This design comes from an exercise in tuning for small area and a short achievable clock period on the open sky130 flow, not from production work.
In this exercise RTL edits were held to simulation tests only and were not proved equivalent to the original.
The flow treats the clock pin as an ideal source, which a real chip does not have.
Power is estimated from default activity; no workload was simulated.

**design/flow/design.v**
```verilog
`timescale 1ns/1ps
package exu_pkg;
    localparam logic [3:0] ALU_ADD   = 4'd0;
    localparam logic [3:0] ALU_SUB   = 4'd1;
    localparam logic [3:0] ALU_SLL   = 4'd2;
    localparam logic [3:0] ALU_SLT   = 4'd3;
    localparam logic [3:0] ALU_SLTU  = 4'd4;
    localparam logic [3:0] ALU_XOR   = 4'd5;
    localparam logic [3:0] ALU_SRL   = 4'd6;
    localparam logic [3:0] ALU_SRA   = 4'd7;
    localparam logic [3:0] ALU_OR    = 4'd8;
    localparam logic [3:0] ALU_AND   = 4'd9;
    localparam logic [3:0] ALU_AUIPC = 4'd10;
    localparam logic [3:0] ALU_LUI   = 4'd11;
    localparam logic [3:0] ALU_JALR  = 4'd12;
    localparam logic [2:0] BCU_NONE = 3'd0;
    localparam logic [2:0] BCU_BEQ  = 3'd1;
    localparam logic [2:0] BCU_BNE  = 3'd2;
    localparam logic [2:0] BCU_BLT  = 3'd3;
    localparam logic [2:0] BCU_BGE  = 3'd4;
    localparam logic [2:0] BCU_BLTU = 3'd5;
    localparam logic [2:0] BCU_BGEU = 3'd6;
    localparam logic [2:0] BCU_JAL  = 3'd7;
endpackage
`timescale 1ns/1ps
module exu_add #(
    parameter int W  = 64,
    parameter int L  = 6,
    parameter bit BK = 1'b0
) (
    input  logic [W-1:0] a,
    input  logic [W-1:0] b,
    input  logic         cin,
    output logic [W-1:0] y,
    output logic [W-1:0] hx,
    output logic [W-1:0] ga
);
    logic [W-1:0] h;
    logic [W-1:0] gg;
    logic [W-1:0] pp;
    always_comb begin
        h  = a ^ b;
        gg = a & b;
        pp = h;
        gg[0] = (a[0] & b[0]) | (h[0] & cin);
        if (BK) begin
            for (int l = 0; l < L; l++) begin
                for (int i = 0; i < W; i++) begin
                    if ((i % (2 << l)) == (2 << l) - 1) begin
                        gg[i] = gg[i] | (pp[i] & gg[i - (1 << l)]);
                        pp[i] = pp[i] & pp[i - (1 << l)];
                    end
                end
            end
            for (int l = L - 2; l >= 0; l--) begin
                for (int i = 0; i < W; i++) begin
                    if ((i % (2 << l)) == (1 << l) - 1 && i >= (2 << l)) begin
                        gg[i] = gg[i] | (pp[i] & gg[i - (1 << l)]);
                        pp[i] = pp[i] & pp[i - (1 << l)];
                    end
                end
            end
        end else begin
            for (int l = 0; l < L; l++) begin
                for (int i = W - 1; i >= 0; i--) begin
                    if (((i >> l) & 1) == 1) begin
                        gg[i] = gg[i] | (pp[i] & gg[((i >> l) << l) - 1]);
                        pp[i] = pp[i] & pp[((i >> l) << l) - 1];
                    end
                end
            end
        end
    end
    assign y  = h ^ {gg[W-2:0], cin};
    assign hx = h;
    assign ga = a & b;
endmodule
module exu_alu (
    input  logic [63:0] a,
    input  logic [5:0]  amt,
    input  logic        left,
    input  logic        arith,
    input  logic        word,
    output logic [63:0] y
);
    logic [63:0] src;
    logic [63:0] ar;
    logic        fill;
    always_comb begin
        for (int i = 0; i < 64; i++) ar[i] = a[63-i];
    end
    assign fill = arith & (word ? a[31] : a[63]);
    always_comb begin
        if (left) begin
            src = ar;
        end else if (word) begin
            src = {{32{fill}}, a[31:0]};
        end else begin
            src = a;
        end
    end
    assign y = 64'($signed({fill, src}) >>> amt);
endmodule
`timescale 1ns/1ps
module exu_bcu (
    input  logic [63:0] a,
    input  logic [63:0] b,
    output logic        eq,
    output logic        lt,
    output logic        ltu
);
    logic [63:0] g0, p0;
    logic [31:0] g1, p1;
    logic [15:0] g2, p2;
    logic [7:0]  g3, p3;
    logic [3:0]  g4, p4;
    logic [1:0]  g5, p5;
    logic        g6, p6;
    assign g0 = a & ~b;
    assign p0 = ~(a ^ b);
    always_comb begin
        for (int i = 0; i < 32; i++) begin
            g1[i] = g0[2*i+1] | (p0[2*i+1] & g0[2*i]);
            p1[i] = p0[2*i+1] & p0[2*i];
        end
        for (int i = 0; i < 16; i++) begin
            g2[i] = g1[2*i+1] | (p1[2*i+1] & g1[2*i]);
            p2[i] = p1[2*i+1] & p1[2*i];
        end
        for (int i = 0; i < 8; i++) begin
            g3[i] = g2[2*i+1] | (p2[2*i+1] & g2[2*i]);
            p3[i] = p2[2*i+1] & p2[2*i];
        end
        for (int i = 0; i < 4; i++) begin
            g4[i] = g3[2*i+1] | (p3[2*i+1] & g3[2*i]);
            p4[i] = p3[2*i+1] & p3[2*i];
        end
        for (int i = 0; i < 2; i++) begin
            g5[i] = g4[2*i+1] | (p4[2*i+1] & g4[2*i]);
            p5[i] = p4[2*i+1] & p4[2*i];
        end
        g6 = g5[1] | (p5[1] & g5[0]);
        p6 = p5[1] & p5[0];
    end
    assign eq  = p6;
    assign ltu = ~(g6 | p6);
    assign lt  = ltu ^ a[63] ^ b[63];
endmodule
`timescale 1ns/1ps
module exu_core (
    input  logic        valid,
    input  logic [3:0]  aluop,
    input  logic [2:0]  bcuop,
    input  logic [63:0] op1,
    input  logic [63:0] op2,
    input  logic [63:0] pc,
    input  logic [63:0] offset,
    input  logic [1:0]  opsel,
    input  logic        word,
    input  logic        shift_word,
    input  logic [63:0] result_q,
    input  logic [63:0] dnpc_q,
    input  logic        jump_q,
    output logic [63:0] result,
    output logic [63:0] dnpc,
    output logic        jump
);
    logic        is_add, is_sub, is_sll, is_slt, is_sltu, is_xor, is_srl, is_sra;
    logic        is_or, is_and, is_auipc, is_lui, is_jalr, is_jal;
    logic        is_u, is_link, alu_op, sel_off, sel_op2;
    logic        s_sum_lo, s_sum_hi, s_shr_lo, s_shr_hi, s_shl_lo, s_shl_hi;
    logic        s_xor_lo, s_xor_hi, s_or_lo, s_or_hi, s_and_lo, s_and_hi;
    logic        s_slt, s_sltu, s_inc, s_word, s_hold;
    logic        s_jalr, s_taken, s_fall;
    logic [63:0] a;
    logic [63:0] b;
    logic [63:0] add_a;
    logic [63:0] add_b;
    logic [63:0] sum;
    logic [63:0] hx;
    logic [63:0] ga;
    logic [63:0] sh;
    logic [63:0] inc;
    logic [63:0] taken;
    logic        eq, lt, ltu, cond;
    logic        alu31;
    assign is_add   = (aluop == exu_pkg::ALU_ADD);
    assign is_sub   = (aluop == exu_pkg::ALU_SUB);
    assign is_sll   = (aluop == exu_pkg::ALU_SLL);
    assign is_slt   = (aluop == exu_pkg::ALU_SLT);
    assign is_sltu  = (aluop == exu_pkg::ALU_SLTU);
    assign is_xor   = (aluop == exu_pkg::ALU_XOR);
    assign is_srl   = (aluop == exu_pkg::ALU_SRL);
    assign is_sra   = (aluop == exu_pkg::ALU_SRA);
    assign is_or    = (aluop == exu_pkg::ALU_OR);
    assign is_and   = (aluop == exu_pkg::ALU_AND);
    assign is_auipc = (aluop == exu_pkg::ALU_AUIPC);
    assign is_lui   = (aluop == exu_pkg::ALU_LUI);
    assign is_jalr  = (aluop == exu_pkg::ALU_JALR);
    assign is_jal   = (bcuop == exu_pkg::BCU_JAL);
    assign is_u    = is_auipc | is_lui;
    assign is_link = (is_jalr | is_jal) & ~is_u;
    assign alu_op  = ~is_u & ~is_jalr & ~is_jal;
    assign a = op1;
    assign sel_off = (opsel == 2'b01) | is_jalr;
    assign b = sel_off ? offset : op2;
    assign sel_op2 = ~sel_off & ~is_u;
    always_comb begin
        add_a = ({64{is_auipc}} & pc) | ({64{~is_u}} & op1);
        add_b = ({64{sel_off & ~is_u}} & offset) | ({64{sel_op2}} & op2)
              | ({64{is_u}} & {op2[51:0], 12'd0});
    end
    exu_add #(.W(64), .L(6), .BK(1'b0)) u_add (
        .a   (add_a),
        .b   (add_b ^ {64{is_sub}}),
        .cin (is_sub),
        .y   (sum),
        .hx  (hx),
        .ga  (ga)
    );
    exu_bcu u_cmp (
        .a   (a),
        .b   (b),
        .eq  (eq),
        .lt  (lt),
        .ltu (ltu)
    );
    exu_alu u_shift (
        .a     (a),
        .amt   ({b[5] & ~shift_word, b[4:0]}),
        .left  (is_sll),
        .arith (is_sra),
        .word  (shift_word),
        .y     (sh)
    );
    exu_add #(.W(64), .L(6), .BK(1'b1)) u_taken (
        .a   (pc),
        .b   (offset),
        .cin (1'b0),
        .y   (taken),
        .hx  (),
        .ga  ()
    );
    logic [63:0] inc_y;
    exu_add #(.W(64), .L(6), .BK(1'b1)) u_inc (
        .a   ({2'b00, pc[63:2]}),
        .b   (64'd0),
        .cin (1'b1),
        .y   (inc_y),
        .hx  (),
        .ga  ()
    );
    assign inc = {inc_y[61:0], pc[1:0]};
    assign s_hold   = ~valid;
    assign s_sum_lo = valid & (is_u | (alu_op & (is_add | is_sub)));
    assign s_sum_hi = valid & (is_u | (alu_op & ~word & (is_add | is_sub)));
    assign s_shr_lo = valid & alu_op & (is_srl | is_sra);
    assign s_shr_hi = s_shr_lo & ~word;
    assign s_shl_lo = valid & alu_op & is_sll;
    assign s_shl_hi = s_shl_lo & ~word;
    assign s_xor_lo = valid & alu_op & is_xor;
    assign s_xor_hi = s_xor_lo & ~word;
    assign s_or_lo  = valid & alu_op & is_or;
    assign s_or_hi  = s_or_lo & ~word;
    assign s_and_lo = valid & alu_op & is_and;
    assign s_and_hi = s_and_lo & ~word;
    assign s_slt    = valid & alu_op & is_slt;
    assign s_sltu   = valid & alu_op & is_sltu;
    assign s_inc    = valid & is_link;
    assign s_word   = valid & alu_op & word;
    assign alu31 = ((is_add | is_sub) & sum[31])
                 | ((is_srl | is_sra) & sh[31])
                 | (is_sll & sh[32])
                 | ((is_xor | is_or) & hx[31])
                 | ((is_and | is_or) & ga[31]);
    always_comb begin
        for (int i = 0; i < 32; i++) begin
            result[i] = (s_sum_lo & sum[i]) | (s_shr_lo & sh[i]) | (s_shl_lo & sh[63-i])
                      | ((s_xor_lo | s_or_lo) & hx[i]) | ((s_and_lo | s_or_lo) & ga[i])
                      | (s_inc & inc[i]) | (s_hold & result_q[i]);
        end
        for (int i = 32; i < 64; i++) begin
            result[i] = (s_sum_hi & sum[i]) | (s_shr_hi & sh[i]) | (s_shl_hi & sh[63-i])
                      | ((s_xor_hi | s_or_hi) & hx[i]) | ((s_and_hi | s_or_hi) & ga[i])
                      | (s_inc & inc[i]) | (s_word & alu31) | (s_hold & result_q[i]);
        end
        result[0] = result[0] | (s_slt & lt) | (s_sltu & ltu);
    end
    always_comb begin
        case (bcuop)
            exu_pkg::BCU_BEQ:  cond = eq;
            exu_pkg::BCU_BNE:  cond = ~eq;
            exu_pkg::BCU_BLT:  cond = lt;
            exu_pkg::BCU_BGE:  cond = ~lt;
            exu_pkg::BCU_BLTU: cond = ltu;
            exu_pkg::BCU_BGEU: cond = ~ltu;
            exu_pkg::BCU_JAL:  cond = 1'b1;
            default:           cond = 1'b0;
        endcase
    end
    assign jump = valid ? (cond | is_jalr) : jump_q;
    assign s_jalr  = valid & is_jalr;
    assign s_taken = valid & ~is_jalr & cond;
    assign s_fall  = valid & ~is_jalr & ~cond;
    always_comb begin
        dnpc = ({64{s_jalr}} & {sum[63:1], 1'b0}) | ({64{s_taken}} & taken)
             | ({64{s_fall}} & inc) | ({64{s_hold}} & dnpc_q);
    end
endmodule
`timescale 1ns/1ps
module exu_stage (
    input  logic        clk,
    input  logic        arst_n,
    input  logic        in_valid,
    input  logic [63:0] result_d,
    input  logic [63:0] dnpc_d,
    input  logic        jump_d,
    input  logic [63:0] mdata_d,
    output logic        out_valid,
    output logic [63:0] out_result,
    output logic [63:0] out_dnpc,
    output logic        out_jump,
    output logic [63:0] out_mdata
);
    always_ff @(posedge clk or negedge arst_n) begin
        if (!arst_n) begin
            out_valid <= 1'b0;
        end else begin
            out_valid <= in_valid;
        end
    end
    always_ff @(posedge clk or negedge arst_n) begin
        if (!arst_n) begin
            out_result <= '0;
            out_dnpc   <= '0;
            out_jump   <= 1'b0;
        end else begin
            out_result <= result_d;
            out_dnpc   <= dnpc_d;
            out_jump   <= jump_d;
        end
    end
    always_ff @(posedge clk or negedge arst_n) begin
        if (!arst_n) begin
            out_mdata <= '0;
        end else if (in_valid) begin
            out_mdata <= mdata_d;
        end
    end
endmodule
`timescale 1ns/1ps
module exu_top (
    input  logic        clk,
    input  logic        arst_n,
    input  logic        in_valid,
    input  logic [3:0]  in_aluop,
    input  logic [2:0]  in_bcuop,
    input  logic [63:0] in_op1,
    input  logic [63:0] in_op2,
    input  logic [63:0] in_pc,
    input  logic [63:0] in_offset,
    input  logic [1:0]  in_opsel,
    input  logic        in_word,
    input  logic        in_shift_word,
    output logic        out_valid,
    output logic [63:0] out_result,
    output logic [63:0] out_dnpc,
    output logic        out_jump,
    output logic [63:0] out_mdata
);
    logic [63:0] result_d;
    logic [63:0] dnpc_d;
    logic        jump_d;
    exu_core u_core (
        .valid      (in_valid),
        .result_q   (out_result),
        .dnpc_q     (out_dnpc),
        .jump_q     (out_jump),
        .aluop      (in_aluop),
        .bcuop      (in_bcuop),
        .op1        (in_op1),
        .op2        (in_op2),
        .pc         (in_pc),
        .offset     (in_offset),
        .opsel      (in_opsel),
        .word       (in_word),
        .shift_word (in_shift_word),
        .result     (result_d),
        .dnpc       (dnpc_d),
        .jump       (jump_d)
    );
    exu_stage u_stage (
        .clk        (clk),
        .arst_n     (arst_n),
        .in_valid   (in_valid),
        .result_d   (result_d),
        .dnpc_d     (dnpc_d),
        .jump_d     (jump_d),
        .mdata_d    (in_op2),
        .out_valid  (out_valid),
        .out_result (out_result),
        .out_dnpc   (out_dnpc),
        .out_jump   (out_jump),
        .out_mdata  (out_mdata)
    );
endmodule
```
**design/flow/constraint.sdc**
```tcl
create_clock -name core_clock -period 11.0 [get_ports {clk}]
set_input_delay 2.2000 -clock core_clock [delete_from_list [all_inputs] [get_ports {clk}]]
set_output_delay 2.2000 -clock core_clock [all_outputs]
set_load 0.01 [all_outputs]
```
**design/flow/config.mk**
```make
export PLATFORM = sky130hd
export DESIGN_NAME = exu_top
export DESIGN_NICKNAME = exu_top
export VERILOG_FILES = /design/flow/design.v
export SDC_FILE = /design/flow/constraint.sdc
export NUM_CORES = 4
export LEC_CHECK = 0
export ABC_AREA = 1
export CAP_MARGIN = 20
export CORE_MARGIN = 2
export CORE_UTILIZATION = 45
export SETUP_SLACK_MARGIN = 5
export SLEW_MARGIN = 20
export TNS_END_PERCENT = 20
```
**design/flow/flow/run.sh**
```bash
#!/bin/bash
# The standard layout (standard.sh) with three changes to how the layout
# is made; the design, clock period and constraints are unchanged:
#  - the port buffers are the smallest plain buffer (buf_1) instead of the
#    default delay buffer;
#  - synthesis leaves adders to abc as plain gates (ADDER_MAP_FILE empty: no
#    full/half-adder cells, which are slow); registers are untouched;
#  - timing repair aims for 6 ns of setup slack instead of config.mk's 5.
# All of make's output goes to standard.log; ORFS keeps each step's log under
# orfs/logs/.
set -euo pipefail
export BUFFER_PORTS_ARGS="-buffer_cell sky130_fd_sc_hd__buf_1"
bash standard.sh ADDER_MAP_FILE= SETUP_SLACK_MARGIN=6 finish > standard.log 2>&1
```
**design/flow/standard.sh**
```bash
#!/bin/bash
# synth_recipe.tcl (not shown) runs the flow's synth.tcl, then flattens the netlist and writes it again
# the make line also repeats each setting of config.mk as NAME=value (left out here)
make -C /OpenROAD-flow-scripts/flow DESIGN_CONFIG=/design/flow/config.mk WORK_HOME=/design/flow/orfs CLKGATE_MAP_FILE= SYNTH_SCRIPT=/design/flow/synth_recipe.tcl "${@:-finish}"
```
==> flow_summary.yaml, run 1 <==
placement:
  dp.cells: 6495
  hpwl_um: 128000
  numPortBuffers: 463
  gp_congestion: 1.10
  place_area_um2: 30700
worst_setup_path:
  crit_path_max_fanout: 7
  rrSetupSlack_ns: 9.20
  cp.arrival_ns: 5.55
  critical_path.cell_chain: "buf_1, nand3_1, nand3_1, nand2_1, nor2_1, nand2_1, nor2_4, nand2_4, nor2_4, nand2_2, nand2_2, nor2_4, nand2_2, nand2_2, nand2_2, nand2_2, nand3_4, nand2_8, buf_4, buf_6, nand3_1, nand4_1"
  crit_required_ns: 11.40
  critPathLaunchType: "input port"
  crit_top_cell: "nand2_2"
  path_class: "in2reg"
  endpoint_kind: "flip-flop"
  cpPeakStageDelay_ns: 0.68
  rr_worst_depth: 3
  timing.rr.end: "u_stage.out_result[17]"
  crit_path_top_delay_cell: "buf_1"
  timing.rr.start: "u_stage.out_result[17]"
route:
  dr.pass1.iters: 14
  drc: 0
  drtIter0Drc: 6869
  vias: 42300
  detail_route.wl_per_cell_um: 27.6
  wl_um: 185000
  drtAntennaViolNets: 0
  vias_per_cell: 6.31
floorplanning:
  die_h_um: 257
  initial_utilization_pct: 45.5
  design.core.area_um2: 63100
  die_x_um: 257
  rows: 92
  io_pins: 464
  dieArea_um2: 65900
sta:
  slew_viol_final: 4
  fmax_mhz: 194
  rsz0062_at_grt: "yes"
  hold_viol_final: 0
  setup-violations-final: 0
  period_needed_ns: 5.15
  slew_headroom_pct: -7.36
  final.period_utilization_pct: 46.8
  fin_skew_ns: 0
  worst_slew_pin_slew_ns: 1.60
  setup_tns_ns: 0
logic_synthesis:
  synth_cell_types: 55
  syn_area_um2: 28700
  synthMuxAreaShare_pct: 0.279
  ys_seq_elements: 194
  synth_compound_area_share_pct: 15.6
  ys_warn_count: 6
  syn_avg_cell_area_um2: 5.31
  synth-simple-area-share_pct: 51.0
  synth_area_leaders: "nand2_1 25%, dfrtp_1 17%, nand3_1 14%"
  synthXorXnorAreaFrac_pct: 2.50
  synth-seq-area-share_pct: 16.9
  synth_top_family_by_area: "simple AND/OR/NAND/NOR gates"
  yosysMostFrequentCell: "nand2_1"
  synth-edff-count: 0
  synthTopCellsByCount: "1919 x nand2_1, 828 x nand3_1, 670 x inv_1"
  yosys.area.top_type_share_pct: 25.1
  synth_fa_ha_area_share_pct: 0
  synth_flop_cell: "dfrtp_1"
  yosysTopAreaCell: "nand2_1"
  synthCells: 5407
  synthArstFlopShare_pct: 100
  syn-num-nets: 5677
global_route:
  overflow: 0
  grt_pass1_wl_um: 244000
  antenna_found_initial: 15
  grt_max_degree: 75
  grt.total_usage_pct: 50.3
  first_global_vias: 36300
pwr:
  switching_share_pct: 53.3
  power_frac_clock_pct: 17.8
  p_seq_share_pct: 23.3
  ir_drop_mv: 0.135
  switchingPower_uw: 2120
  p_int_uw: 1860
  power_leakage_uw: 0.0186
  comb_power_share_pct: 58.9
  power_density_nw_per_um2: 111
outcome:
  check.faults: "max-capacitance violations, max-slew violations"
  status: "failed layout checks"
cts:
  clk_pin_slew_ns: 0.09
  clockBufferDepth: 2
  cts_buffers: 17
  cts_tree: "done"
  hold_buffers: 0
  clock_latency_ns: 0.51
  htree_levels: 4
  cts_root_buf: "clkbuf_16"
  clock-sinks: 194
job:
  cap_violations: 1
final_layout:
  filler_cell_count: 6781
  drive_above_1_share_pct: 11.6
  area_growth_pct: 24.6
  nets: 6110
  fin_cells: 6706
  stdcell_area_um2: 35800
worst_hold_path:
  worst_hold_path.endpoint: "u_stage.out_mdata[32]"
  hold_path_class: "reg2reg"
  hp-start: "u_stage.out_mdata[32]"
  hold_path_depth: 2
worst max path at each step:
stage                             end        start  cells past startpoint  slack [ns]
3_5_place_dp     u_stage.out_dnpc[30]  in_aluop[1]                     28        3.55
4_1_cts        u_stage.out_result[43]  in_aluop[2]                     26        5.86
5_1_grt        u_stage.out_result[42]  in_aluop[2]                     22        5.81
6_report         u_stage.out_dnpc[43]   in_op2[30]                     22        5.85
2_1_floorplan    u_stage.out_dnpc[55]  in_aluop[1]                     26        6.35
3_3_place_gp     u_stage.out_dnpc[31]  in_aluop[1]                     28        3.63
per-stage QoR:
step	utilization (%)	hold slack [ns]	setup WS, ns	total power, uW
2_1_floorplan	-	0.509	6.35	2120
6_report	56.7	0.471	5.85	3990
4_1_cts	52.1	0.477	5.86	3630
5_1_grt	56.7	0.503	5.81	4140
3_3_place_gp	48.6	0.454	3.63	2790
3_5_place_dp	48.6	0.457	3.55	2790
power groups by stage:
| stage | Sequential, uW | Combinational (uW) | Clock (uW) |
|---|---|---|---|
| 6_report | 929 | 2350 | 710 |
| 5_1_grt | 937 | 2470 | 733 |
| 4_1_cts | 923 | 1990 | 709 |
| 3_5_place_dp | 935 | 1860 | 0 |
| 3_3_place_gp | 936 | 1850 | 0 |
| 2_1_floorplan | 964 | 1160 | 0 |
metal layers:
metal	part of all wire (%)	vias up	GRT usage [%]	wire, um
li1	-	18700	-	-
met1	34	19200	60.3	62400
met2	40	3392	73.6	73000
met3	15	1029	14.5	27500
met4	12	14	43.3	21500
met5	0.19	-	0	342
logic make-up (layout without fill, tap and decap cells):
group                  Yosys count  after routing
buffers and inverters          971           1400
flip-flops                     194            194
multiplexers                     8              8
XOR/XNOR                        82             82
other                            0              7
AND/OR/NAND/NOR               3412           3429
AO/OA/AOI/OAI                  740            740
critical path: cells and delay by family:
family,cells,cell delay [ns]
AND/OR/NAND/NOR,19,2.33
buffers and inverters,3,1.01
sequential cells by signal, indices dropped and copies added, names as in the netlist:
signal	count
u_stage.out_result	64
u_stage.out_jump	1
u_stage.out_mdata	64
u_stage.out_valid	1
u_stage.out_dnpc	64
layout make-up:
class                      count  area, um^2  area share (%)
timing repair inverter         3        36.3           0.101
clock inverter                15         189           0.528
tap                          846        1060            2.96
timing repair buffer         669        4810            13.4
inverter                     696        2690            7.52
sequential                   194        4850            13.6
clock buffer                  17         425            1.19
multi-input combinational   4259       21700            60.7
antenna                        7        17.5          0.0489
cell usage in the layout, fill, tap and decap left out, drive strengths merged, types with 76 or more instances in the layout:
cell,count
nand3,839
inv,696
a21oi,155
nand4,155
nand2,1955
buf,628
nor2,387
dfrtp,194
o21ai,284
o22ai,76
repair_timing:
action	in CTS	in global routing
buffers inserted	35	73
endpoints found under the setup margin	129	129
pin swaps	20	71
cloned	25	39
resized for setup	169	400
hold endpoints to repair	0	0
==> run 2: changes to the inputs <==
--- a/design/flow/design.v
+++ b/design/flow/design.v
@@ -172,5 +172,5 @@
     logic        s_xor_lo, s_xor_hi, s_or_lo, s_or_hi, s_and_lo, s_and_hi;
     logic        s_slt, s_sltu, s_inc, s_word, s_hold;
-    logic        s_jalr, s_taken, s_fall;
+    logic        s_taken, s_fall;
     logic [63:0] a;
     logic [63:0] b;
@@ -203,5 +203,5 @@
     assign alu_op  = ~is_u & ~is_jalr & ~is_jal;
     assign a = op1;
-    assign sel_off = (opsel == 2'b01) | is_jalr;
+    assign sel_off = (opsel == 2'b01);
     assign b = sel_off ? offset : op2;
     assign sel_op2 = ~sel_off & ~is_u;
@@ -235,5 +235,5 @@
     );
     exu_add #(.W(64), .L(6), .BK(1'b1)) u_taken (
-        .a   (pc),
+        .a   (is_jalr ? op1 : pc),
         .b   (offset),
         .cin (1'b0),
@@ -300,9 +300,8 @@
     end
     assign jump = valid ? (cond | is_jalr) : jump_q;
-    assign s_jalr  = valid & is_jalr;
-    assign s_taken = valid & ~is_jalr & cond;
+    assign s_taken = valid & (is_jalr | cond);
     assign s_fall  = valid & ~is_jalr & ~cond;
     always_comb begin
-        dnpc = ({64{s_jalr}} & {sum[63:1], 1'b0}) | ({64{s_taken}} & taken)
+        dnpc = ({64{s_taken}} & {taken[63:1], taken[0] & ~is_jalr})
              | ({64{s_fall}} & inc) | ({64{s_hold}} & dnpc_q);
     end
==> run 2 against run 1 <==
Effect of this change:
- the layout still fails its checks (max-capacitance violations, max-slew violations)
- flip-flop and latch count is the same
- combinational power shrank 3%
- hold slack gained 0.0095 ns
- global-route usage grew 3.8 points
- design area shrank 1.2%
- synthesized area shrank 2.9%
- via count shrank 2.9%
- largest power group unchanged
==> flow_summary.yaml, run 2 <==
cts:
  htree_levels: 4
  clock_latency_ns: 0.53
  cts_buffers: 17
  clk_pin_slew_ns: 0.10
  clockBufferDepth: 2
  cts_tree: "done"
  hold_buffers: 0
  clock-sinks: 194
  cts_root_buf: "clkbuf_16"
logic_synthesis:
  yosysMostFrequentCell: "nand2_1"
  syn_avg_cell_area_um2: 5.49
  synthTopCellsByCount: "1804 x nand2_1, 606 x nand3_1, 553 x inv_1"
  synth-edff-count: 0
  synth_cell_types: 66
  synthArstFlopShare_pct: 100
  synthCells: 5084
  synth_area_leaders: "nand2_1 24%, dfrtp_1 17%, nand3_1 11%"
  yosysTopAreaCell: "nand2_1"
  ys_warn_count: 6
  syn-num-nets: 5354
  synth_flop_cell: "dfrtp_1"
  syn_area_um2: 27900
  yosys.area.top_type_share_pct: 24.3
  ys_seq_elements: 194
  synth-seq-area-share_pct: 17.4
worst_hold_path:
  worst_hold_path.endpoint: "u_stage.out_mdata[14]"
  hp-start: "u_stage.out_mdata[14]"
  hold_path_depth: 2
  hold_path_class: "reg2reg"
worst_setup_path:
  endpoint_kind: "flip-flop"
  crit_required_ns: 11.45
  rrSetupSlack_ns: 9.07
  timing.rr.end: "u_stage.out_result[27]"
  cp.arrival_ns: 5.56
  timing.rr.start: "u_stage.out_result[27]"
  crit_path_max_fanout: 47
  cp_top_family: "compound AO/OA/AOI/OAI gates"
  critical_path.cell_chain: "clkbuf_2, inv_2, nand2_1, clkinv_4, nand2_4, buf_12, o21ai_0, inv_1, o21ai_0, nand2_1, nand2_1, o21ai_0, o21ai_1, nand2_1, nand3_1, nand3_1, nand3_1, o21bai_1"
  critPathBufInv: 5
  critPathLaunchType: "input port"
  crit_path_top_delay_cell: "o21ai_0"
  crit_top_cell: "nand2_1"
  rr_worst_depth: 5
  cpPeakStageDelay_ns: 0.46
  path_class: "in2reg"
sta:
  setup-violations-final: 0
  final.period_utilization_pct: 46.5
  worst_slew_pin_slew_ns: 1.51
  fin_skew_ns: 0
  slew_viol_final: 5
  whs_ns: 0.481
  rsz0062_at_grt: "yes"
  period_needed_ns: 5.12
  slew_headroom_pct: -1.11
  setup_tns_ns: 0
  fmax_mhz: 196
  hold_viol_final: 0
outcome:
  status: "failed layout checks"
  check.faults: "max-capacitance violations, max-slew violations"
route:
  detail_route.wl_per_cell_um: 29.9
  drtIter0Drc: 7228
  drc: 0
  vias_per_cell: 6.43
  vias: 41100
  drtAntennaViolNets: 0
  wl_um: 191000
  dr.pass1.iters: 14
floorplanning:
  die_x_um: 253
  dieArea_um2: 64000
  io_pins: 464
  rows: 91
  initial_utilization_pct: 45.4
  design.core.area_um2: 61500
  die_h_um: 253
global_route:
  grt_max_degree: 86
  overflow: 0
  grt.total_usage_pct: 54.1
  first_global_vias: 34500
  grt_pass1_wl_um: 247000
  antenna_found_initial: 22
pwr:
  ir_drop_mv: 0.122
  power_leakage_uw: 0.0177
  power_density_nw_per_um2: 112
placement:
  numPortBuffers: 463
  hpwl_um: 130000
  gp_congestion: 1.08
  dp.cells: 6138
  place_area_um2: 29700
final_layout:
  utilization_pct: 57.5
  filler_cell_count: 6435
  top_regs: "u_stage.out_dnpc x64, u_stage.out_mdata x64, u_stage.out_result x64"
  area_growth_pct: 26.8
  drive_above_1_share_pct: 14.1
  stdcell_area_um2: 35400
  fin_cells: 6394
  final_cell_mix: "1738 x nand2_1, 571 x nand3_1, 540 x inv_1"
  nets: 5845
  layout_commonest_cell: "nand2_1"
job:
  cap_violations: 1
-- run 2: logic make-up (layout without fill, tap and decap cells) --
logic type / Yosys count / in the layout / share of synthesized area (%)
AND/OR/NAND/NOR: 3020 / 3046 / 46.1
AO/OA/AOI/OAI: 876 / 876 / 18.8
buffers and inverters: 832 / 1310 / 12.5
flip-flops: 194 / 194 / 17.4
XOR/XNOR: 129 / 129 / 4.05
multiplexers: 33 / 33 / 1.18
other: 0 / 16 / 0
-- run 2: through the flow --
| step | worst slack (ns) | power (uW) |
|---|---|---|
| after floorplan | 6.31 | 2030 |
| after global placement | 3.42 | 2710 |
| after detailed placement | 3.28 | 2710 |
| after CTS | 5.91 | 3610 |
| after global routing | 5.84 | 4070 |
| final | 5.88 | 3970 |
-- run 2: area by class of cell --
cell class / instances / area (um^2) / area share, %
Antenna cell: 16 / 40.0 / 0.113
Clock buffer: 17 / 425 / 1.20
Clock inverter: 15 / 195 / 0.552
Inverter: 594 / 2370 / 6.69
Multi-Input combinational cell: 4084 / 21700 / 61.3
Sequential cell: 194 / 4850 / 13.7
Tap cell: 790 / 988 / 2.80
Timing Repair Buffer: 672 / 4630 / 13.1
Timing Repair inverter: 12 / 186 / 0.527
-- run 2: worst max path at each step --
stage	start	endpoint	slack, ns	cells after the start
floorplan	in_opsel[0]	u_stage.out_result[63]	6.31	22
global placement	in_opsel[1]	u_stage.out_dnpc[22]	3.42	21
detailed placement	in_opsel[1]	u_stage.out_dnpc[48]	3.28	21
CTS	in_opsel[0]	u_stage.out_result[46]	5.91	23
global route	in_aluop[2]	u_stage.out_result[46]	5.84	20
finish	in_aluop[0]	u_stage.out_result[19]	5.88	18
-- run 2: worst min-delay path, stage by stage (launching register included) --
cell and delay, ns:
dfrtp_1 0.35, nand2_1 0.05, nand2_1 0.05
-- run 2: routing by layer --
layer / up-vias / wire length [um] / part of all wire (%) / GRT usage, %
li1: 17700 / - / - / -
met1: 18600 / 68200 / 36 / 70.0
met2: 3886 / 68400 / 36 / 70.1
met3: 958 / 35800 / 19 / 25.7
met4: 22 / 18400 / 9.6 / 35.2
met5: - / 255 / 0.13 / 0.849
-- run 2: timing repair --
| item | 4_1_cts | 5_1_grt |
|---|---|---|
| resized for setup | 234 | 398 |
| pin swaps | 36 | 69 |
| endpoints found under the hold margin | 0 | 0 |
| cloned | 39 | 34 |
| setup buffers | 54 | 81 |
| setup endpoints to repair | 129 | 127 |
-- run 2: where the power goes --
group	switching, uW	total [uW]	internal, uW	leakage [uW]
Combinational	1590	2280	687	0.0149
Clock	426	741	315	0.000296
Sequential	117	946	829	0.00241
Total	2140	3970	1830	0.0177
==> run 3: changes to the inputs <==
==> design/flow/flow/run.sh (replaced) <==
#!/bin/bash
# The standard layout (standard.sh) with these changes to how the layout
# is made; the design, clock period and constraints are unchanged:
#  - the port buffers are the smallest plain buffer (buf_1) instead of the
#    default delay buffer;
#  - synthesis leaves adders to abc as plain gates (ADDER_MAP_FILE empty: no
#    full/half-adder cells, which are slow); registers are untouched;
#  - timing repair up to clock tree synthesis aims for 6 ns of setup slack;
#    after global routing only the electrical repair (slew, capacitance)
#    runs, with no further timing repair (margin 0).
# make's output goes to standard_*.log; ORFS keeps each step's log under
# orfs/logs/.
set -euo pipefail
export BUFFER_PORTS_ARGS="-buffer_cell sky130_fd_sc_hd__buf_1"
bash standard.sh ADDER_MAP_FILE= SETUP_SLACK_MARGIN=6 4_1_cts > standard_cts.log 2>&1
bash standard.sh ADDER_MAP_FILE= SETUP_SLACK_MARGIN=0 finish > standard_finish.log 2>&1
--- a/design/flow/config.mk
+++ b/design/flow/config.mk
@@ -9,5 +9,5 @@
 export CAP_MARGIN = 20
 export CORE_MARGIN = 2
-export CORE_UTILIZATION = 45
+export CORE_UTILIZATION = 60
 export SETUP_SLACK_MARGIN = 5
 export SLEW_MARGIN = 20
==> run 3 against run 2 <==
Effect of this change:
- now clean on timing, DRC and antenna
- clock power is 4.9% lower
- combinational power fell by 12%
- cell count decreased by 5.1%
- non-clock buffer count fell by 109
- global-route usage grew 9.6 points
- first-iteration DRC count grew 25%
- synthesized area stayed put
- sequential power decreased by 0.5%
- utilization increased by 12 points
==> flow_summary.yaml, run 3 <==
outcome:
  status: "finished clean"
logic_synthesis:
  synth_cell_types: 66
  synthCells: 5084
  synth-seq-area-share_pct: 17.4
  synth_flop_cell: "dfrtp_1"
  synthTopCellsByCount: "1804 x nand2_1, 606 x nand3_1, 553 x inv_1"
  yosys.area.top_type_share_pct: 24.3
  synthArstFlopShare_pct: 100
  syn_area_um2: 27900
  syn-num-nets: 5354
  synth_area_leaders: "nand2_1 24%, dfrtp_1 17%, nand3_1 11%"
  yosysTopAreaCell: "nand2_1"
  synth-edff-count: 0
  yosysMostFrequentCell: "nand2_1"
  syn_avg_cell_area_um2: 5.49
  ys_seq_elements: 194
  ys_warn_count: 6
final_layout:
  utilization_pct: 69.6
  fin_cells: 6067
  filler_cell_count: 4337
  layout_commonest_cell: "nand2_1"
  drive_above_1_share_pct: 8.25
  final_cell_mix: "1782 x nand2_1, 591 x nand3_1, 550 x inv_1"
  top_regs: "u_stage.out_dnpc x64, u_stage.out_mdata x64, u_stage.out_result x64"
  area_growth_pct: 15.5
  nets: 5710
worst_hold_path:
  hold_path_class: "reg2reg"
placement:
  numPortBuffers: 463
  dp.cells: 5956
  hpwl_um: 115000
  dp_slack_ns: 3.64
  gp_congestion: 1.14
sta:
  slew_headroom_pct: 17.4
  final.period_utilization_pct: 49.7
  slew_viol_final: 0
  setup_tns_ns: 0
  fin_skew_ns: 0
  fmax_mhz: 183
  setup-violations-final: 0
  fin_ws_ns: 5.54
  period_needed_ns: 5.46
  worst_slew_pin_slew_ns: 1.24
  hold_viol_final: 0
  rsz0062_at_grt: "no"
global_route:
  grt_use_met1_pct: 76.2
  grt_pass1_wl_um: 224000
  use_met2_pct: 80.9
  antenna_found_initial: 9
  busiest_layer: "met2"
  grt_max_degree: 169
  met3_usage_pct: 39.7
  overflow: 0
  first_global_vias: 35300
  grt.total_usage_pct: 63.7
route:
  vias_per_cell: 6.70
  detail_route.wl_per_cell_um: 26.2
  drtIter0Drc: 9049
  dr.pass1.iters: 14
  vias: 40600
  drc: 0
  wl_um: 159000
  drtAntennaViolNets: 0
floorplanning:
  io_pins: 464
  rows: 79
  die_x_um: 220
  die_h_um: 220
  initial_utilization_pct: 60.3
  dieArea_um2: 48200
  design.core.area_um2: 46300
worst_setup_path:
  crit_path_max_fanout: 98
  critPathLaunchType: "input port"
  path_class: "in2reg"
  endpoint_kind: "flip-flop"
  cp.arrival_ns: 5.93
  crit_required_ns: 11.46
cts:
  clockBufferDepth: 2
  hold_buffers: 0
  cts_tree: "done"
  cts_buffers: 17
  clock-sinks: 194
  clock_latency_ns: 0.54
  clk_pin_slew_ns: 0.08
  cts_root_buf: "clkbuf_16"
  htree_levels: 4
pwr:
  power_leakage_uw: 0.0166
  ir_drop_mv: 0.118
  power_density_nw_per_um2: 114
job:
  cap_violations: 0
-- run 3: changes by cell type in the layout (fill, tap and decap cells not counted), sizes merged, moves of 5 or more --
cell    before   now
buf        634   547
clkbuf      46    19
nand2     1856  1840
clkinv      20     7
diode       16     8
bufbuf       9    14
-- run 3: per-layer routing --
layer / part of all wire [%] / wire length (um) / vias to the layer above
met1: 33 / 52300 / 17800
met3: 21 / 33900 / 1104
met4: 10 / 15900 / 12
met5: 0.19 / 308 / -
li1: - / - / 17300
met2: 36 / 56500 / 4337
-- run 3: critical path, stage by stage --
cell      delay [ns]
buf_2           0.21
nand2_1         0.13
inv_2           0.20
nand2_2         0.10
buf_12          0.20
o21ai_0         0.35
inv_1           0.07
o21ai_0         0.26
o21ai_0         0.22
o21ai_0         0.56
nor2_1          0.08
o311ai_1        0.63
nand3_1         0.43
nand4_1         0.19
-- run 3: final timing paths --
| kind | start | end | slack (ns) | depth (start not counted) |
|---|---|---|---|---|
| worst max-delay path | in_aluop[1] | u_stage.out_result[11] | 5.54 | 14 |
| worst min-delay path | u_stage.out_mdata[61] | u_stage.out_mdata[61] | 0.48 | 2 |
| worst max register to register | u_stage.out_result[31] | u_stage.out_result[31] | 9.12 | 4 |
| worst min register to register | u_stage.out_mdata[61] | u_stage.out_mdata[61] | 0.48 | 2 |
| max in group asynchronous | arst_n | u_stage.out_dnpc[47] | 7.51 | 3 |
| min in group asynchronous | arst_n | u_stage.out_result[10] | 1.57 | 1 |
-- run 3: what timing repair did --
action | CTS | global route
endpoints found under the setup margin | 129 | 0
buffers inserted | 41 | 0
gates resized for setup | 250 | 0
-- run 3: report_power, final --
part           internal (uW)  switching (uW)  total (uW)  leakage (uW)
Clock                    341             364         705      0.000286
Sequential               830             112         941       0.00241
Combinational            584            1430        2010        0.0139
-- run 3: cells by family after synthesis --
group,after synthesis,share of synthesized area [%]
flip-flops,194,17.4
multiplexers,33,1.18
XOR/XNOR,129,4.05
AO/OA/AOI/OAI,876,18.8
AND/OR/NAND/NOR,3020,46.1
buffers and inverters,832,12.5
-- run 3: area by class of cell --
type	count	area, um^2	area share (%)
Multi-Input combinational cell	4068	20400	63.3
Sequential cell	194	4850	15.1
Timing Repair Buffer	563	3260	10.1
Inverter	594	2320	7.20
Tap cell	607	759	2.36
Clock buffer	17	425	1.32
Clock inverter	14	168	0.521
Antenna cell	8	20.0	0.0622
Timing Repair inverter	2	16.3	0.0505
-- run 3: through the flow --
step	hold slack [ns]	cell area, um^2	power, uW
5_1_grt	0.500	32200	3750
3_5_place_dp	0.457	29500	2650
3_3_place_gp	0.454	29500	2630
4_1_cts	0.478	32200	3470
6_report	0.480	32200	3660
2_1_floorplan	0.509	27900	2030
==> run 4: changes to the inputs <==
--- a/design/flow/config.mk
+++ b/design/flow/config.mk
@@ -7,8 +7,8 @@
 export LEC_CHECK = 0
 export ABC_AREA = 1
-export CAP_MARGIN = 20
+export CAP_MARGIN = 30
 export CORE_MARGIN = 2
-export CORE_UTILIZATION = 60
+export CORE_UTILIZATION = 50
 export SETUP_SLACK_MARGIN = 5
-export SLEW_MARGIN = 20
+export SLEW_MARGIN = 30
 export TNS_END_PERCENT = 20
==> run 4 against run 3 <==
Effect of this change:
- largest cell class unchanged
- clock power is 1% higher
- critical path depth is 6 higher
- critical path type unchanged
- synthesized area stayed put
- fmax is 1.3% higher
- highest routed layer unchanged
- first-iteration DRC count is 21% lower
- via count is 4.7% lower
- global-route usage is 8.4 points lower
- wire length is 2.7% higher
- sequential power hardly changed
- hold slack worse by 0.0031 ns
- largest power group unchanged
==> flow_summary.yaml, run 4 <==
route:
  vias: 38700
  detail_route.wl_per_cell_um: 26.3
  vias_per_cell: 6.25
  dr.max_layer_used: "met5"
  wl_um: 163000
  dr.pass1.iters: 12
  drc: 0
  drtIter0Drc: 7133
  wl_met2_um: 60200
  met1_length_um: 59800
  drtAntennaViolNets: 0
  dr_wl_met3_um: 30700
worst_setup_path:
  timing.rr.end: "u_stage.out_result[34]"
  cp.arrival_ns: 5.87
  critical_path.cell_chain: "buf_1, inv_2, nor2_1, nand4_1, nand2_1, buf_6, nand2_1, o21ai_0, mux2i_1, o21ai_0, nand2_1, nand3_1, nand2_1, nand2_1, nand2_1, a21oi_1, nand2_1, nand3_1, nor2_1, nand3_1"
  timing.rr.start: "u_stage.out_result[34]"
  crit_top_cell: "nand2_1"
  endpoint_kind: "flip-flop"
  rrSetupSlack_ns: 9.10
  rr_worst_depth: 5
  path_class: "in2reg"
  crit_path_max_fanout: 32
  cpPeakStageDelay_ns: 0.66
  crit_required_ns: 11.47
  critPathLaunchType: "input port"
  crit_path_end: "u_stage.out_result[56]"
  crit_path_top_delay_cell: "a21oi_1"
  crit_start: "in_aluop[2]"
pwr:
  ir_drop_mv: 0.144
  power_frac_clock_pct: 19.7
  p_int_uw: 1700
  power_leakage_uw: 0.0163
  switchingPower_uw: 1910
  comb_power_share_pct: 54.3
  power_density_nw_per_um2: 114
  switching_share_pct: 52.9
  p_seq_share_pct: 26.0
logic_synthesis:
  synth_flop_cell: "dfrtp_1"
  synthCells: 5084
  synth-simple-area-share_pct: 46.1
  synthXorXnorAreaFrac_pct: 4.05
  yosys.area.top_type_share_pct: 24.3
  yosysMostFrequentCell: "nand2_1"
  syn_avg_cell_area_um2: 5.49
  ys_warn_count: 6
  synth_cell_types: 66
  synth_top_family_by_area: "simple AND/OR/NAND/NOR gates"
  synth-edff-count: 0
  yosysTopAreaCell: "nand2_1"
  synthTopCellsByCount: "1804 x nand2_1, 606 x nand3_1, 553 x inv_1"
  synthArstFlopShare_pct: 100
  synth_fa_ha_area_share_pct: 0
  ys_seq_elements: 194
  syn_area_um2: 27900
  synth_compound_area_share_pct: 18.8
  synth-seq-area-share_pct: 17.4
  synth_area_leaders: "nand2_1 24%, dfrtp_1 17%, nand3_1 11%"
  syn-num-nets: 5354
  synthMuxAreaShare_pct: 1.18
sta:
  period_needed_ns: 5.40
  hold_viol_final: 0
  final.period_utilization_pct: 49.1
  fin_ws_ns: 5.60
  slew_viol_final: 0
  slew_headroom_pct: 26.9
  worst_slew_pin_slew_ns: 1.10
  setup_tns_ns: 0
  fmax_mhz: 185
  fin_skew_ns: 0
  setup-violations-final: 0
  rsz0062_at_grt: "no"
final_layout:
  layout_commonest_cell: "nand2_1"
  final_cell_mix: "1795 x nand2_1, 606 x nand3_1, 551 x inv_1"
  top_regs: "u_stage.out_dnpc x64, u_stage.out_mdata x64, u_stage.out_result x64"
  nets: 5695
  utilization_pct: 57.8
  drive_above_1_share_pct: 7.17
  area_growth_pct: 14.1
job:
  cap_violations: 0
global_route:
  grt_max_degree: 117
  overflow: 0
  antenna_found_initial: 11
  grt.total_usage_pct: 55.3
  grt_pass1_wl_um: 229000
  first_global_vias: 33500
cts:
  cts_buffers: 17
  cts_root_buf: "clkbuf_16"
  clockBufferDepth: 2
  htree_levels: 4
  clock-sinks: 194
  cts_tree: "done"
  clock_latency_ns: 0.55
  clk_pin_slew_ns: 0.09
floorplanning:
  die_x_um: 240
  dieArea_um2: 57700
  io_pins: 464
  die_h_um: 240
  initial_utilization_pct: 50.6
  rows: 86
  design.core.area_um2: 55100
placement:
  gp_congestion: 1.13
  numPortBuffers: 463
  hpwl_um: 122000
  dp_slack_ns: 3.46
worst_hold_path:
  hold_path_class: "reg2reg"
outcome:
  status: "finished clean"
-- run 4: repair_timing --
item	in CTS	in global routing
hold buffers	0	0
setup buffers	29	0
gates resized for setup	189	0
setup endpoints to repair	129	0
-- run 4: layout make-up --
| type | count | area, um^2 |
|---|---|---|
| fill | 5919 | 23300 |
| multi-input combinational | 4074 | 20200 |
| sequential | 194 | 4850 |
| timing repair buffer | 543 | 2840 |
| inverter | 594 | 2310 |
| tap | 748 | 936 |
| clock buffer | 18 | 439 |
| clock inverter | 14 | 185 |
| antenna | 9 | 22.5 |
| timing repair inverter | 1 | 8.76 |
-- run 4: through the flow --
step | area [um^2] | power, uW | cells | hold WS, ns
after floorplan | 27900 | 2030 | 5084 | 0.509
after global placement | 29700 | 2660 | 6098 | 0.452
after detailed placement | 29700 | 2670 | 6099 | 0.459
after CTS | 31800 | 3490 | 6186 | 0.482
after global routing | 31800 | 3760 | 6192 | 0.497
final | 31800 | 3620 | 6195 | 0.477
-- run 4: power by group through the flow --
stage                     Combinational (uW)  Clock (uW)  Sequential [uW]
after global placement                  1720           0              945
after CTS                               1840         713              930
after floorplan                         1070           0              960
after detailed placement                1730           0              939
final                                   1960         714              941
after global routing                    2080         733              943
-- run 4: logic make-up after synthesis --
group	Yosys count
xor+xnor	129
flops	194
buf+inv	832
compound gates	876
simple gates	3020
mux	33
-- run 4: layer usage --
layer	vias up	global-route usage (%)
met5	-	0
met4	7	32.9
met3	628	28.7
met2	3426	71.7
met1	17400	71.4
li1	17300	-
-- run 4: how the worst min path moves through the flow --
| stage | cells past startpoint | end | slack (ns) | from |
|---|---|---|---|---|
| floorplan | 2 | u_stage.out_mdata[10] | 0.51 | u_stage.out_mdata[10] |
| global placement | 2 | u_stage.out_mdata[22] | 0.45 | u_stage.out_mdata[22] |
| detailed placement | 2 | u_stage.out_mdata[10] | 0.46 | u_stage.out_mdata[10] |
| CTS | 2 | u_stage.out_mdata[10] | 0.48 | u_stage.out_mdata[10] |
| global route | 2 | u_stage.out_mdata[62] | 0.50 | u_stage.out_mdata[62] |
| finish | 2 | u_stage.out_mdata[10] | 0.48 | u_stage.out_mdata[10] |
-- run 4: critical path: cells and delay by family --
family / cells / cell delay [ns]
AO/OA/AOI/OAI: 3 / 1.26
buffers and inverters: 3 / 0.57
AND/OR/NAND/NOR: 13 / 1.66
multiplexers: 1 / 0.15

## port drivers added, routing unchanged
In the flow no input, the clock included, has a driving cell. The finished layouts below were timed again as built, in two steps. Step 1 sets driving cells, clkbuf_16 on the clock port and buf_2 on the other inputs (assumed; they add their load-dependent delay and slew). Step 2, shift: input delay + t, output delay - t, t = (earliest + latest rising clock arrival at the registers) / 2. This alone moves slack from input paths to output paths. Three values: ideal ports, drivers, drivers and shift; two values: the first two.
run | t, ns | slack for setup (ns) | clock arrival spread, ns
run 1 | 0.587 | 5.848 / 5.849 / 5.262 | 0.023 / 0.024
run 2 | 0.606 | 5.885 / 5.906 / 5.300 | 0.030 / 0.030
run 3 | 0.600 | 5.536 / 5.484 / 4.884 | 0.018 / 0.018
run 4 | 0.601 | 5.604 / 5.567 / 4.967 | 0.030 / 0.031
For run 3, which loses most, drivers alone change the setup slack by -0.052 ns; drivers and shift together by -0.652 ns.
